Source: an optimization exercise on an open RTL-to-GDS flow (aim: small area, a short achievable clock period and few clock cycles per item). Production flows keep margins and buffers that such runs may drop.
Only simulation tests tie the RTL to the original design; equivalence was not proved.
No driver is modelled on the clock port, so clocking that relies on it looks cheaper here than on a real chip.
Power is estimated from default activity; no workload was simulated.

// page_slot_directory_top
module page_slot_directory_top #(
	parameter int SLOT_COUNT = psd_pkg::SLOT_COUNT_DEF
) (
	input  wire logic                          clk,
	input  wire logic                          arst_n,
	input  wire logic                          start,
	output logic                               busy,
	input  wire logic                          operation,
	input  wire logic [psd_pkg::PAGE_W-1:0]    page_id,
	output logic                               done,
	output logic [psd_pkg::STATUS_W-1:0]       status,
	output logic [psd_pkg::SLOT_W-1:0]         slot
);
Size in the first run: ~1600 cells after synthesis, ~590 flip-flops, about 45 I/O pins, ~24000 um2 of cells after synthesis.
clock: 5.0 ns
lec_check: 0
cap_margin: 20
core_margin: 2
core_utilization: 40
cts_cluster_diameter: 80
cts_cluster_size: 24
place_density: 0.75
setup_slack_margin: 3.2
slew_margin: 20
standard.sh (not shown) runs the stock make flow with config.mk's settings and CLKGATE_MAP_FILE= SYNTH_SCRIPT=/design/flow/synth_recipe.tcl, a recipe that flattens the netlist after the stock synthesis.
==> flow/flow/run.sh <==
#!/bin/bash
set -euo pipefail
export BUFFER_PORTS_ARGS="-buffer_cell sky130_fd_sc_hd__buf_4"
export MATCH_CELL_FOOTPRINT=0
bash standard.sh "BUFFER_PORTS_ARGS=-buffer_cell sky130_fd_sc_hd__buf_4" "MATCH_CELL_FOOTPRINT=0" finish > flow_make.log 2>&1
The baseline produced a clean layout.
Testbench counts at the start, summed over its fixed seeds: cycles 16,016, items 16,000.
==> next run, changes <==
==> flow/flow/run.sh (replaced) <==
#!/bin/bash
set -euo pipefail
here=$(cd "$(dirname "$0")" && pwd)
args=("BUFFER_PORTS_ARGS=-buffer_cell sky130_fd_sc_hd__buf_4" "MATCH_CELL_FOOTPRINT=0")
export BUFFER_PORTS_ARGS="-buffer_cell sky130_fd_sc_hd__buf_4"
export MATCH_CELL_FOOTPRINT=0
if [[ -f "$here/cts_args" ]]; then
  export CTS_ARGS="$(tr '\n' ' ' < "$here/cts_args")"
  args+=("CTS_ARGS=$CTS_ARGS")
fi
bash standard.sh "${args[@]}" finish > flow_make.log 2>&1
==> flow/flow/cts_args (new file) <==
-sink_clustering_enable -repair_clock_nets -sink_clustering_size 44 -sink_clustering_max_diameter 60 -dont_use_dummy_load
CAP_MARGIN = 5   (was 20)
CORE_UTILIZATION = 65   (was 40)
CTS_CLUSTER_DIAMETER = default   (was 80)
CTS_CLUSTER_SIZE = default   (was 24)
SETUP_SLACK_MARGIN = 3.1   (was 3.2)
SLEW_MARGIN = 5   (was 20)
Outcome: Fmax grows by 3.7%. Power shrinks by 1.5%. Wire length falls by 6.0%.
==> next run, changes <==
CAP_MARGIN = 20   (was 5)
SLEW_MARGIN = 20   (was 5)
TNS_END_PERCENT = 20   (was default)
What happened:
- The changed run went through all stages and came out clean
- via count went down by 0.33%
- hold slack gets better by 0.018 ns
- wire length stays flat
- power stays flat
==> next run, changes <==
==> flow/flow/run.sh (replaced) <==
#!/bin/bash
set -euo pipefail
export BUFFER_PORTS_ARGS="-buffer_cell sky130_fd_sc_hd__buf_4"
export MATCH_CELL_FOOTPRINT=0
bash standard.sh "BUFFER_PORTS_ARGS=-buffer_cell sky130_fd_sc_hd__buf_4" "MATCH_CELL_FOOTPRINT=0" finish > flow_make.log 2>&1
CORE_UTILIZATION = 55   (was 65)
CTS_CLUSTER_DIAMETER = 60   (was default)
CTS_CLUSTER_SIZE = 24   (was default)
PLACE_DENSITY = 0.7   (was 0.75)
SETUP_SLACK_MARGIN = 3.2   (was 3.1)
TNS_END_PERCENT = default   (was 20)
removed: flow/flow/cts_args
Outcome: Hold slack gets worse by 0.018 ns. Non-clock buffer count rises by 84. Routed wire length rises by 7.1%. Area after synthesis is unchanged. Power rises by 8.2%.
==> next run, changes <==
==> flow/run.sh (new file) <==
#!/bin/bash
# synth_recipe.tcl (not shown) runs the flow's synth.tcl, then flattens the netlist and writes it again
# the make line also repeats each setting of config.mk as NAME=value (left out here)
make -C /OpenROAD-flow-scripts/flow DESIGN_CONFIG=/design/flow/config.mk WORK_HOME=/design/flow/orfs CLKGATE_MAP_FILE= SYNTH_SCRIPT=/design/flow/synth_recipe.tcl finish
CORE_UTILIZATION = 40   (was 55)
CTS_CLUSTER_DIAMETER = 80   (was 60)
PLACE_DENSITY = default   (was 0.7)
SETUP_SLACK_MARGIN = 2.8   (was 3.2)
removed: flow/flow/run.sh
removed: flow/standard.sh
Effect: Global-route usage falls by 7.7 points. Worst hold slack is better by 0.16 ns. Utilization went down by 19 points. Synthesized area stays the same. Routed wire length goes up by 2.6%.

* * *

Starting RTL as in the previous note.
// page_slot_directory_top
module page_slot_directory_top #(
	parameter int SLOT_COUNT = psd_pkg::SLOT_COUNT_DEF
) (
	input  wire logic                          clk,
	input  wire logic                          arst_n,
	input  wire logic                          start,
	output logic                               busy,
	input  wire logic                          operation,
	input  wire logic [psd_pkg::PAGE_W-1:0]    page_id,
	output logic                               done,
	output logic [psd_pkg::STATUS_W-1:0]       status,
	output logic [psd_pkg::SLOT_W-1:0]         slot
);
==> flow/config.mk <==
export PLATFORM = sky130hd
export DESIGN_NAME = page_slot_directory_top
export DESIGN_NICKNAME = page_slot_directory_top
export VERILOG_FILES = /design/flow/design.v
export SDC_FILE = /design/flow/constraint.sdc
export NUM_CORES = 4
export LEC_CHECK = 0
export CAP_MARGIN = 20
export CORE_MARGIN = 2
export CORE_UTILIZATION = 65
export CTS_CLUSTER_DIAMETER = 80
export CTS_CLUSTER_SIZE = 24
export PLACE_DENSITY = 0.75
export SETUP_SLACK_MARGIN = 3.2
export SLEW_MARGIN = 20
==> flow/constraint.sdc <==
create_clock -name core_clock -period 5.0 [get_ports {clk}]
set_input_delay 1.0000 -clock core_clock [delete_from_list [all_inputs] [get_ports {clk}]]
set_output_delay 1.0000 -clock core_clock [all_outputs]
set_load 0.01 [all_outputs]
==> flow/flow/run.sh <==
#!/bin/bash
set -euo pipefail
export BUFFER_PORTS_ARGS="-buffer_cell sky130_fd_sc_hd__buf_4"
export MATCH_CELL_FOOTPRINT=0
bash standard.sh "BUFFER_PORTS_ARGS=-buffer_cell sky130_fd_sc_hd__buf_4" "MATCH_CELL_FOOTPRINT=0" finish > flow_make.log 2>&1
Testbench counts at the start, summed over its fixed seeds: cycles 16,016, items 16,000.
Change:
CORE_UTILIZATION = 40   (was 65)
PLACE_DENSITY = not set   (was 0.75)
Outcome:
- via count grows by 0.60%
- routed wire length grows by 11%
- worst hold slack gets worse by 4.7 ps
- worst setup slack gets better by 3.3 ps
- clock skew grows by 56 ps
- sequential share of layout area shrinks by 3.8 points
- die area grows by 61%
Change:
==> flow/flow/run.sh (replaced) <==
#!/bin/bash
set -euo pipefail
here=$(cd "$(dirname "$0")" && pwd)
args=("BUFFER_PORTS_ARGS=-buffer_cell sky130_fd_sc_hd__buf_4" "MATCH_CELL_FOOTPRINT=0")
export BUFFER_PORTS_ARGS="-buffer_cell sky130_fd_sc_hd__buf_4"
export MATCH_CELL_FOOTPRINT=0
if [[ -f "$here/cts_args" ]]; then
  export CTS_ARGS="$(tr '\n' ' ' < "$here/cts_args")"
  args+=("CTS_ARGS=$CTS_ARGS")
fi
bash standard.sh "${args[@]}" finish > flow_make.log 2>&1
==> flow/flow/cts_args (new file) <==
-sink_clustering_enable -repair_clock_nets -sink_clustering_size 44 -sink_clustering_max_diameter 60 -dont_use_dummy_load
CORE_UTILIZATION = 65   (was 40)
CTS_CLUSTER_DIAMETER = not set   (was 80)
CTS_CLUSTER_SIZE = not set   (was 24)
GPL_TIMING_DRIVEN = 0   (was not set)
PLACE_DENSITY = 0.75   (was not set)
SETUP_SLACK_MARGIN = 3.1   (was 3.2)
What happened: The changed run went through all stages and came out clean; cell area rises by about 3.5%; routed wire length is higher by 3.1%; total power is higher by about 2.3%; register-to-register slack is worse by 50 ps; global-route usage increases by 15 points; area after synthesis is unchanged.

## afterwards: timing with drivers on the ports
The results above use ideal ports. As a check the final layouts listed here were re-extracted and re-timed, cells and wires unchanged. Step 1 assumes that a clkbuf_16 drives the clock port and a buf_2 every other input. Step 2 moves the port delays by t, midway between the first and last clock arrival at a register: inputs arrive t later, outputs are due t later. That takes back most of the time a late clock gives input paths. Three values: ideal, step 1, step 2; two values: the first two.
run	t, ns	setup slack, ns	slew at the worst register clock pin (ns)
the first run of note 1	0.661	2.889 / 2.830 / 2.463	0.10 / 0.10
the second run of note 1	0.609	2.964 / 2.907 / 2.476	0.10 / 0.10
the third run of note 1	0.613	2.878 / 2.845 / 2.298	0.10 / 0.10
the fourth run of note 1	0.646	2.930 / 2.871 / 2.459	0.09 / 0.09
the fifth run of note 1	0.697	2.771 / 2.791 / 2.112	0.10 / 0.10
the first run of note 2	0.652	2.905 / 2.848 / 2.563	0.10 / 0.10
the second run of note 2	0.692	2.908 / 2.845 / 2.365	0.11 / 0.11
the third run of note 2	0.619	2.888 / 2.902 / 2.294	0.11 / 0.11
After both steps setup and hold are still met in every run listed. For the fifth run of note 1, which loses most, drivers alone change the setup slack by +0.020 ns; drivers and shift together by -0.659 ns.
